What follows belongs to an exercise in optimizing a design on an open flow for small area and a short achievable clock period; a production flow would make more cautious choices.
At most, simulation tests tie the RTL to the original design; equivalence was not proved.
Power is estimated from default activity; no workload was simulated.

==> inputs of run a <==
Design bbox_top, start of the top module:
module bbox_top #(
    parameter int SIGFIG     = 24,
    parameter int RADIX      = 10,
    parameter int PIPE_DEPTH = 3
) (
    input  logic                clk,
    input  logic                rst_n,
    input  logic [9*SIGFIG-1:0] tri_in,
    input  logic [3*SIGFIG-1:0] color_in,
    input  logic                valid_in,
    input  logic                halt,
    input  logic [2*SIGFIG-1:0] screen,
    input  logic [3:0]          subsample,
    output logic [9*SIGFIG-1:0] tri_out,
    output logic [3*SIGFIG-1:0] color_out,
    output logic [4*SIGFIG-1:0] box_out,
    output logic                valid_out
);
    localparam int W = SIGFIG;
    localparam int D = W / 2 + 1;
    typedef logic signed [W-1:0] coord_t;
    logic [1:0] k_in;
    always_comb begin
        case (subsample)
            4'b0100: k_in = 2'd1;
            4'b0010: k_in = 2'd2;
            4'b0001: k_in = 2'd3;
            default: k_in = 2'd0;
        endcase
    end
    coord_t pi [3][2];
    always_comb begin
        for (int v = 0; v < 3; v++)
            for (int a = 0; a < 2; a++)
                pi[v][a] = coord_t'(tri_in[(v*3+a)*W +: W]);
    end
    logic [W:0] ma1_in, ma2_in;
    assign ma1_in = {pi[2][0][W-1], pi[2][0]} - {pi[1][0][W-1], pi[1][0]};
    assign ma2_in = {pi[0][0][W-1], pi[0][0]} - {pi[1][0][W-1], pi[1][0]};
    logic [D-1:0] b1_one_in, b1_two_in, b1_neg_in;
    logic [D-1:0] b2_one_in, b2_two_in, b2_neg_in;
    booth_sd #(.W(W)) bsd1_i (
        .p(pi[1][1]), .q(pi[0][1]), .one(b1_one_in), .two(b1_two_in), .neg(b1_neg_in)
    );
    booth_sd #(.W(W)) bsd2_i (
        .p(pi[2][1]), .q(pi[1][1]), .one(b2_one_in), .two(b2_two_in), .neg(b2_neg_in)
    );
    logic [1:0] lty_in;
    always_comb begin
        lty_in = 2'b00;
        for (int j = 0; j < D; j++) begin
  ...
export LEC_CHECK = 0
export ABC_CLOCK_PERIOD_IN_PS = 4000
export CAP_MARGIN = 20
export CORE_MARGIN = 2
export CORE_UTILIZATION = 45
export SLEW_MARGIN = 20
create_clock -name core_clock -period 15.0 [get_ports {clk}]
standard.sh (not shown) runs the stock make flow with config.mk's settings and CLKGATE_MAP_FILE= SYNTH_SCRIPT=/design/flow/synth_recipe.tcl, a recipe that flattens the netlist after the stock synthesis.
==> flow/flow/run.sh <==
#!/bin/bash
# The standard layout (standard.sh, synthesis unchanged), with two changes:
#  - every port still gets its buffer, but a plain buf_1 rather than the delay
#    buffer buffer_ports picks by default; timing repair resizes it as needed
#  - timing repair is asked to leave extra setup slack, so the resizer works
#    on the paths that set the achieved period
set -euo pipefail
bash standard.sh SETUP_SLACK_MARGIN=10.6 TNS_END_PERCENT=30 \
    "BUFFER_PORTS_ARGS=-buffer_cell sky130_fd_sc_hd__buf_1" finish > make_finish.log 2>&1
==> run b (differences from run a) <==
--- a/flow/design.v
+++ b/flow/design.v
@@ -108,31 +108,30 @@
     logic [D-1:0] b2_one_in, b2_two_in, b2_neg_in;
     booth_sd #(.W(W)) bsd1_i (
         .p(pi[1][1]), .q(pi[0][1]), .one(b1_one_in), .two(b1_two_in), .neg(b1_neg_in)
     );
     booth_sd #(.W(W)) bsd2_i (
         .p(pi[2][1]), .q(pi[1][1]), .one(b2_one_in), .two(b2_two_in), .neg(b2_neg_in)
     );
-    logic [1:0] lty_in;
+    logic [5:0] lt_in;
     always_comb begin
-        lty_in = 2'b00;
-        for (int j = 0; j < D; j++) begin
-            if (b1_one_in[j] || b1_two_in[j]) lty_in[0] = !b1_neg_in[j];
-            if (b2_one_in[j] || b2_two_in[j]) lty_in[1] = !b2_neg_in[j];
+        for (int a = 0; a < 2; a++) begin
+            lt_in[a*3+0] = pi[0][a] < pi[1][a];
+            lt_in[a*3+1] = pi[0][a] < pi[2][a];
+            lt_in[a*3+2] = pi[1][a] < pi[2][a];
         end
     end
     logic [9*W-1:0] t0, t1, t2;
     logic [3*W-1:0] c0, c1, c2;
-    logic [2*W-1:0] scr0, scr1;
+    logic [2*W-1:0] scr0;
     logic [1:0]     k0, k1;
     logic           v0, v1, v2;
     logic [W:0]     ma1, ma2;
     logic [D-1:0]   b1_one, b1_two, b1_neg;
     logic [D-1:0]   b2_one, b2_two, b2_neg;
-    logic [1:0]     lty0;
     logic [5:0]     lt0;
     logic pp1_0_0;
     logic pp1_0_1;
     logic pp1_0_2;
     logic pp1_0_3;
     logic pp1_0_4;
     logic pp1_0_5;
@@ -3929,48 +3928,50 @@
     assign row1_a = {as1876, as1874, as1872, as1870, as1868, as1866, as1864, as1862, as1860, as1858, as1856, as1854, as1852, as1850, as1848, as1846, as1844, as1842, as1840, as1838, as1836, as1834, as1832, as1830, as1828, as1826, as1824, as1822, as1820, as1818, as1816, as1814, as1812, as1810, as1808, as1806, as1804, as1802, as1800, as1798, as1796, as1794};
     assign row2_a = {1'b1, pp2_12_24, as1778, as1774, as1770, as1766, as1762, as1758, as1754, as1750, as1746, as1742, as1738, as1734, as1730, as1726, as1722, as1718, as1714, as1710, as1706, as1702, as1698, as1694, as1690, as1686, as1682, as1678, as1674, as1670, as1666, as1662, as1658, as1654, as1650, as1646, as1642, as1638, as1634, as1630, as1626, as1622};
     assign lowa_a = {ac1891, ac1889, ac1887, ac1885, ac1883, ac1881, ac1879, as1878};
     assign lowb_a = {as1892, as1890, as1888, as1886, as1884, as1882, as1880, b2_neg[0]};
     assign xcar_a = {ac1893};
     assign lowsum_a = {1'b0, lowa_a} + {1'b0, lowb_a};
     assign cin_a    = lowsum_a[8];
-    always_comb begin
-        lt0[0] = ma2[W];                  
-        lt0[1] = coord_t'(t0[0*W +: W]) < coord_t'(t0[6*W +: W]);
-        lt0[2] = !ma1[W] && (|ma1);       
-        lt0[3] = lty0[0];
-        lt0[4] = coord_t'(t0[1*W +: W]) < coord_t'(t0[7*W +: W]);
-        lt0[5] = lty0[1];
-    end
     coord_t     pa     [3][2];
     coord_t     scra   [2];
     logic [1:0] losel  [2];
     logic [1:0] hisel  [2];
     logic [1:0] losel1 [2];
-    logic [1:0] hisel1 [2];
     coord_t     lo_a   [2];
-    logic       hineg_a [2];
+    coord_t     hi_a   [2];
+    coord_t     hisn_a [2];
+    coord_t     ur_a   [2];
+    coord_t     ur1    [2];
     logic       onscr_a;
+    logic [W-1:0] mask_a;
     always_comb begin
+        mask_a = {{(W-RADIX){1'b1}}, ~({RADIX{1'b1}} >> k0)};
         onscr_a = 1'b1;
         for (int a = 0; a < 2; a++) begin
             scra[a] = coord_t'(scr0[a*W +: W]);
             for (int v = 0; v < 3; v++) pa[v][a] = coord_t'(t0[(v*3+a)*W +: W]);
             if (lt0[a*3+0]) losel[a] = lt0[a*3+1] ? 2'd0 : 2'd2;
             else            losel[a] = lt0[a*3+2] ? 2'd1 : 2'd2;
             if (lt0[a*3+0]) hisel[a] = lt0[a*3+2] ? 2'd2 : 2'd1;
             else            hisel[a] = lt0[a*3+1] ? 2'd2 : 2'd0;
             case (losel[a])
                 2'd0:    lo_a[a] = pa[0][a];
                 2'd1:    lo_a[a] = pa[1][a];
                 default: lo_a[a] = pa[2][a];
             endcase
-            hineg_a[a] = pa[0][a][W-1] & pa[1][a][W-1] & pa[2][a][W-1];
+            case (hisel[a])
+                2'd0:    hi_a[a] = pa[0][a];
+                2'd1:    hi_a[a] = pa[1][a];
+                default: hi_a[a] = pa[2][a];
+            endcase
+            hisn_a[a] = hi_a[a] & mask_a;
+            ur_a[a] = (hisn_a[a] > scra[a]) ? scra[a] : hisn_a[a];
             if (lo_a[a] > scra[a]) onscr_a = 1'b0;
-            if (hineg_a[a])        onscr_a = 1'b0;
+            if (hi_a[a][W-1])      onscr_a = 1'b0;
         end
     end
     logic bs0;
     logic bc1;
     logic bs2;
     logic bc3;
     logic bs4;
@@ -4314,35 +4315,23 @@
     assign sumb_b = {bs168, bs166, bs164, bs162, bs160, bs158, bs156, bs154, bs152, bs150, bs148, bs146, bs144, bs142, bs140, bs138, bs136, bs134, bs132, bs130, bs128, bs126, bs124, bs122, bs120, bs118, bs116, bs114, bs112, bs110, bs108, bs106, bs104, bs102, bs100, bs98, bs96, bs94, bs92, bs90, bs88, xcar_1[0]};
     assign hsum_b = suma_b + sumb_b;
     logic backface_b;
     assign backface_b = hsum_b[42-1];
     logic [W-1:0] mask_b;
     coord_t lo_b [2];
     coord_t ll_b [2];
-    coord_t hi_b [2];
-    coord_t hisn_b [2];
-    coord_t ur_b [2];
-    coord_t scr_b [2];
     always_comb begin
         mask_b = {{(W-RADIX){1'b1}}, ~({RADIX{1'b1}} >> k1)};
         for (int a = 0; a < 2; a++) begin
-            scr_b[a] = coord_t'(scr1[a*W +: W]);
             case (losel1[a])
                 2'd0:    lo_b[a] = coord_t'(t1[(0*3+a)*W +: W]);
                 2'd1:    lo_b[a] = coord_t'(t1[(1*3+a)*W +: W]);
                 default: lo_b[a] = coord_t'(t1[(2*3+a)*W +: W]);
             endcase
-            case (hisel1[a])
-                2'd0:    hi_b[a] = coord_t'(t1[(0*3+a)*W +: W]);
-                2'd1:    hi_b[a] = coord_t'(t1[(1*3+a)*W +: W]);
-                default: hi_b[a] = coord_t'(t1[(2*3+a)*W +: W]);
-            endcase
             ll_b[a] = lo_b[a][W-1] ? '0 : (lo_b[a] & mask_b);
-            hisn_b[a] = hi_b[a] & mask_b;
-            ur_b[a] = (hisn_b[a] > scr_b[a]) ? scr_b[a] : hisn_b[a];
         end
     end
     logic [4*W-1:0] box2;
     always_ff @(posedge clk or negedge rst_n) begin
         if (!rst_n) begin
             v0 <= 1'b0;
             v1 <= 1'b0;
@@ -4363,31 +4352,30 @@
             ma2       <= ma2_in;
             b1_one    <= b1_one_in;
             b1_two    <= b1_two_in;
             b1_neg    <= b1_neg_in;
             b2_one    <= b2_one_in;
             b2_two    <= b2_two_in;
             b2_neg    <= b2_neg_in;
-            lty0      <= lty_in;
+            lt0       <= lt_in;
             t1        <= t0;
             c1        <= c0;
             k1        <= k0;
             row0_1 <= row0_a;
             row1_1 <= row1_a;
             row2_1 <= row2_a;
             cin_1     <= cin_a;
             xcar_1    <= xcar_a;
-            scr1      <= scr0;
-            hisel1[0] <= hisel[0];
-            hisel1[1] <= hisel[1];
+            ur1[0]    <= ur_a[0];
+            ur1[1]    <= ur_a[1];
             losel1[0] <= losel[0];
             losel1[1] <= losel[1];
             t2        <= t1;
             c2        <= c1;
-            box2      <= {ur_b[1], ur_b[0], ll_b[1], ll_b[0]};
+            box2      <= {ur1[1], ur1[0], ll_b[1], ll_b[0]};
         end
     end
     assign tri_out   = t2;
     assign color_out = c2;
     assign box_out   = box2;
     assign valid_out = v2;
 endmodule
==> flow/run.sh (new file) <==
#!/bin/bash
# synth_recipe.tcl (not shown) runs the flow's synth.tcl, then flattens the netlist and writes it again
# the make line also repeats each setting of config.mk as NAME=value (left out here)
make -C /OpenROAD-flow-scripts/flow DESIGN_CONFIG=/design/flow/config.mk WORK_HOME=/design/flow/orfs CLKGATE_MAP_FILE= SYNTH_SCRIPT=/design/flow/synth_recipe.tcl finish
removed: flow/flow/run.sh
removed: flow/standard.sh
==> run c (differences from run a) <==
--- a/flow/design.v
+++ b/flow/design.v
@@ -108,31 +108,30 @@
     logic [D-1:0] b2_one_in, b2_two_in, b2_neg_in;
     booth_sd #(.W(W)) bsd1_i (
         .p(pi[1][1]), .q(pi[0][1]), .one(b1_one_in), .two(b1_two_in), .neg(b1_neg_in)
     );
     booth_sd #(.W(W)) bsd2_i (
         .p(pi[2][1]), .q(pi[1][1]), .one(b2_one_in), .two(b2_two_in), .neg(b2_neg_in)
     );
-    logic [1:0] lty_in;
+    logic [5:0] lt_in;
     always_comb begin
-        lty_in = 2'b00;
-        for (int j = 0; j < D; j++) begin
-            if (b1_one_in[j] || b1_two_in[j]) lty_in[0] = !b1_neg_in[j];
-            if (b2_one_in[j] || b2_two_in[j]) lty_in[1] = !b2_neg_in[j];
+        for (int a = 0; a < 2; a++) begin
+            lt_in[a*3+0] = pi[0][a] < pi[1][a];
+            lt_in[a*3+1] = pi[0][a] < pi[2][a];
+            lt_in[a*3+2] = pi[1][a] < pi[2][a];
         end
     end
     logic [9*W-1:0] t0, t1, t2;
     logic [3*W-1:0] c0, c1, c2;
-    logic [2*W-1:0] scr0, scr1;
+    logic [2*W-1:0] scr0;
     logic [1:0]     k0, k1;
     logic           v0, v1, v2;
     logic [W:0]     ma1, ma2;
     logic [D-1:0]   b1_one, b1_two, b1_neg;
     logic [D-1:0]   b2_one, b2_two, b2_neg;
-    logic [1:0]     lty0;
     logic [5:0]     lt0;
     logic pp1_0_0;
     logic pp1_0_1;
     logic pp1_0_2;
     logic pp1_0_3;
     logic pp1_0_4;
     logic pp1_0_5;
@@ -3929,48 +3928,50 @@
     assign row1_a = {as1876, as1874, as1872, as1870, as1868, as1866, as1864, as1862, as1860, as1858, as1856, as1854, as1852, as1850, as1848, as1846, as1844, as1842, as1840, as1838, as1836, as1834, as1832, as1830, as1828, as1826, as1824, as1822, as1820, as1818, as1816, as1814, as1812, as1810, as1808, as1806, as1804, as1802, as1800, as1798, as1796, as1794};
     assign row2_a = {1'b1, pp2_12_24, as1778, as1774, as1770, as1766, as1762, as1758, as1754, as1750, as1746, as1742, as1738, as1734, as1730, as1726, as1722, as1718, as1714, as1710, as1706, as1702, as1698, as1694, as1690, as1686, as1682, as1678, as1674, as1670, as1666, as1662, as1658, as1654, as1650, as1646, as1642, as1638, as1634, as1630, as1626, as1622};
     assign lowa_a = {ac1891, ac1889, ac1887, ac1885, ac1883, ac1881, ac1879, as1878};
     assign lowb_a = {as1892, as1890, as1888, as1886, as1884, as1882, as1880, b2_neg[0]};
     assign xcar_a = {ac1893};
     assign lowsum_a = {1'b0, lowa_a} + {1'b0, lowb_a};
     assign cin_a    = lowsum_a[8];
-    always_comb begin
-        lt0[0] = ma2[W];                  
-        lt0[1] = coord_t'(t0[0*W +: W]) < coord_t'(t0[6*W +: W]);
-        lt0[2] = !ma1[W] && (|ma1);       
-        lt0[3] = lty0[0];
-        lt0[4] = coord_t'(t0[1*W +: W]) < coord_t'(t0[7*W +: W]);
-        lt0[5] = lty0[1];
-    end
     coord_t     pa     [3][2];
     coord_t     scra   [2];
     logic [1:0] losel  [2];
     logic [1:0] hisel  [2];
     logic [1:0] losel1 [2];
-    logic [1:0] hisel1 [2];
     coord_t     lo_a   [2];
-    logic       hineg_a [2];
+    coord_t     hi_a   [2];
+    coord_t     hisn_a [2];
+    coord_t     ur_a   [2];
+    coord_t     ur1    [2];
     logic       onscr_a;
+    logic [W-1:0] mask_a;
     always_comb begin
+        mask_a = {{(W-RADIX){1'b1}}, ~({RADIX{1'b1}} >> k0)};
         onscr_a = 1'b1;
         for (int a = 0; a < 2; a++) begin
             scra[a] = coord_t'(scr0[a*W +: W]);
             for (int v = 0; v < 3; v++) pa[v][a] = coord_t'(t0[(v*3+a)*W +: W]);
             if (lt0[a*3+0]) losel[a] = lt0[a*3+1] ? 2'd0 : 2'd2;
             else            losel[a] = lt0[a*3+2] ? 2'd1 : 2'd2;
             if (lt0[a*3+0]) hisel[a] = lt0[a*3+2] ? 2'd2 : 2'd1;
             else            hisel[a] = lt0[a*3+1] ? 2'd2 : 2'd0;
             case (losel[a])
                 2'd0:    lo_a[a] = pa[0][a];
                 2'd1:    lo_a[a] = pa[1][a];
                 default: lo_a[a] = pa[2][a];
             endcase
-            hineg_a[a] = pa[0][a][W-1] & pa[1][a][W-1] & pa[2][a][W-1];
+            case (hisel[a])
+                2'd0:    hi_a[a] = pa[0][a];
+                2'd1:    hi_a[a] = pa[1][a];
+                default: hi_a[a] = pa[2][a];
+            endcase
+            hisn_a[a] = hi_a[a] & mask_a;
+            ur_a[a] = (hisn_a[a] > scra[a]) ? scra[a] : hisn_a[a];
             if (lo_a[a] > scra[a]) onscr_a = 1'b0;
-            if (hineg_a[a])        onscr_a = 1'b0;
+            if (hi_a[a][W-1])      onscr_a = 1'b0;
         end
     end
     logic bs0;
     logic bc1;
     logic bs2;
     logic bc3;
     logic bs4;
@@ -4314,35 +4315,23 @@
     assign sumb_b = {bs168, bs166, bs164, bs162, bs160, bs158, bs156, bs154, bs152, bs150, bs148, bs146, bs144, bs142, bs140, bs138, bs136, bs134, bs132, bs130, bs128, bs126, bs124, bs122, bs120, bs118, bs116, bs114, bs112, bs110, bs108, bs106, bs104, bs102, bs100, bs98, bs96, bs94, bs92, bs90, bs88, xcar_1[0]};
     assign hsum_b = suma_b + sumb_b;
     logic backface_b;
     assign backface_b = hsum_b[42-1];
     logic [W-1:0] mask_b;
     coord_t lo_b [2];
     coord_t ll_b [2];
-    coord_t hi_b [2];
-    coord_t hisn_b [2];
-    coord_t ur_b [2];
-    coord_t scr_b [2];
     always_comb begin
         mask_b = {{(W-RADIX){1'b1}}, ~({RADIX{1'b1}} >> k1)};
         for (int a = 0; a < 2; a++) begin
-            scr_b[a] = coord_t'(scr1[a*W +: W]);
             case (losel1[a])
                 2'd0:    lo_b[a] = coord_t'(t1[(0*3+a)*W +: W]);
                 2'd1:    lo_b[a] = coord_t'(t1[(1*3+a)*W +: W]);
                 default: lo_b[a] = coord_t'(t1[(2*3+a)*W +: W]);
             endcase
-            case (hisel1[a])
-                2'd0:    hi_b[a] = coord_t'(t1[(0*3+a)*W +: W]);
-                2'd1:    hi_b[a] = coord_t'(t1[(1*3+a)*W +: W]);
-                default: hi_b[a] = coord_t'(t1[(2*3+a)*W +: W]);
-            endcase
             ll_b[a] = lo_b[a][W-1] ? '0 : (lo_b[a] & mask_b);
-            hisn_b[a] = hi_b[a] & mask_b;
-            ur_b[a] = (hisn_b[a] > scr_b[a]) ? scr_b[a] : hisn_b[a];
         end
     end
     logic [4*W-1:0] box2;
     always_ff @(posedge clk or negedge rst_n) begin
         if (!rst_n) begin
             v0 <= 1'b0;
             v1 <= 1'b0;
@@ -4363,31 +4352,30 @@
             ma2       <= ma2_in;
             b1_one    <= b1_one_in;
             b1_two    <= b1_two_in;
             b1_neg    <= b1_neg_in;
             b2_one    <= b2_one_in;
             b2_two    <= b2_two_in;
             b2_neg    <= b2_neg_in;
-            lty0      <= lty_in;
+            lt0       <= lt_in;
             t1        <= t0;
             c1        <= c0;
             k1        <= k0;
             row0_1 <= row0_a;
             row1_1 <= row1_a;
             row2_1 <= row2_a;
             cin_1     <= cin_a;
             xcar_1    <= xcar_a;
-            scr1      <= scr0;
-            hisel1[0] <= hisel[0];
-            hisel1[1] <= hisel[1];
+            ur1[0]    <= ur_a[0];
+            ur1[1]    <= ur_a[1];
             losel1[0] <= losel[0];
             losel1[1] <= losel[1];
             t2        <= t1;
             c2        <= c1;
-            box2      <= {ur_b[1], ur_b[0], ll_b[1], ll_b[0]};
+            box2      <= {ur1[1], ur1[0], ll_b[1], ll_b[0]};
         end
     end
     assign tri_out   = t2;
     assign color_out = c2;
     assign box_out   = box2;
     assign valid_out = v2;
 endmodule
==> flow/flow/run.sh (replaced) <==
#!/bin/bash
# Standard layout, with timing repair asked to leave extra setup slack so the
# resizer works on the paths that set the achieved period.
set -euo pipefail
bash standard.sh SETUP_SLACK_MARGIN=10.6 TNS_END_PERCENT=30 finish > make_finish.log 2>&1
==> qor summary <==
metric	run c	run b	run a
Die W	431.1 microns	431.1 microns	435.6 microns
Inserted Clock Buffers	143	143	147
Non-clock inverter count in the final layout	912	910	974
GR Util met3	0.05431	0.05406	0.06431
Global-route usage over all layers	0.2711	0.2673	0.2640
Comb power	16100 uW	15100 uW	16300 uW
Crit path from	tri_in[144]	halt	tri_in[99]
Seq. pwr	6010 uW	6010 uW	6020 uW
Cell class ranked first by area	multi-input combinational cells	sequential cells	multi-input combinational cells
Multi-input gate share of total cell area	0.3954	0.3905	0.4146
Number of global-route vias before repair	56.92k	56.16k	58.70k
Sequential share of cell area	0.3920	0.4093	0.3958
Clock buf count	180	180	175
Layout clock area frac	0.04490	0.04687	0.05135
Share of cells above drive strength 1	0.1511	0.05699	0.1518
Initial DRT Pass Iterations	9	9	6
Multi-In Gates	3988	3988	4158
Met2 track demand over resource in global routing	0.4415	0.4358	0.4216
Wirelength, routed	261.6 mm	250.4 mm	264.1 mm
Fin nets	8725	8567	9000
Simple-gate portion of the synthesized area	0.04186	0.04186	0.04845
Sum of internal, switching and leakage power	25570 uW	24520 uW	26110 uW
Final std cells w/o fill	9880	9714	10.28k
Result of the run	no timing/DRC/antenna violations	no timing/DRC/antenna violations	no timing/DRC/antenna violations
Setup Skew	54.08 ps	54.04 ps	74.77 ps
P&R area growth vs syn	22.41%	17.24%	18.74%
Register share of total power	0.235	0.245	0.230
Function not checked in run a: the RTL went through the layout flow alone.

-- port drivers added, routing unchanged --
How much do the figures lean on ideal ports? The routed layouts below were timed once more, with nothing changed but the port constraints. Step 1 sets driving cells, clkbuf_16 on the clock port and buf_2 on the other inputs (assumed; they add their load-dependent delay and slew). Step 2 moves the port delays by t, midway between the first and last clock arrival at a register: inputs arrive t later, outputs are due t later. That takes back most of the time a late clock gives input paths. Three values: ideal, step 1, step 2; two values: the first two.
| run | shift t [ns] | setup slack, ns | worst setup path at the end |
|---|---|---|---|
| run a | 0.867 | 10.026 / 10.089 / 9.222 | input to register |
| run b | 0.871 | 8.915 / 8.941 / 8.070 | input to register |
| run c | 0.876 | 10.247 / 10.219 / 9.343 | input to register |
After both steps setup and hold are still met in every run listed. The setup slack of run c, which loses most, moves by -0.028 ns with the drivers and by -0.904 ns with both steps.
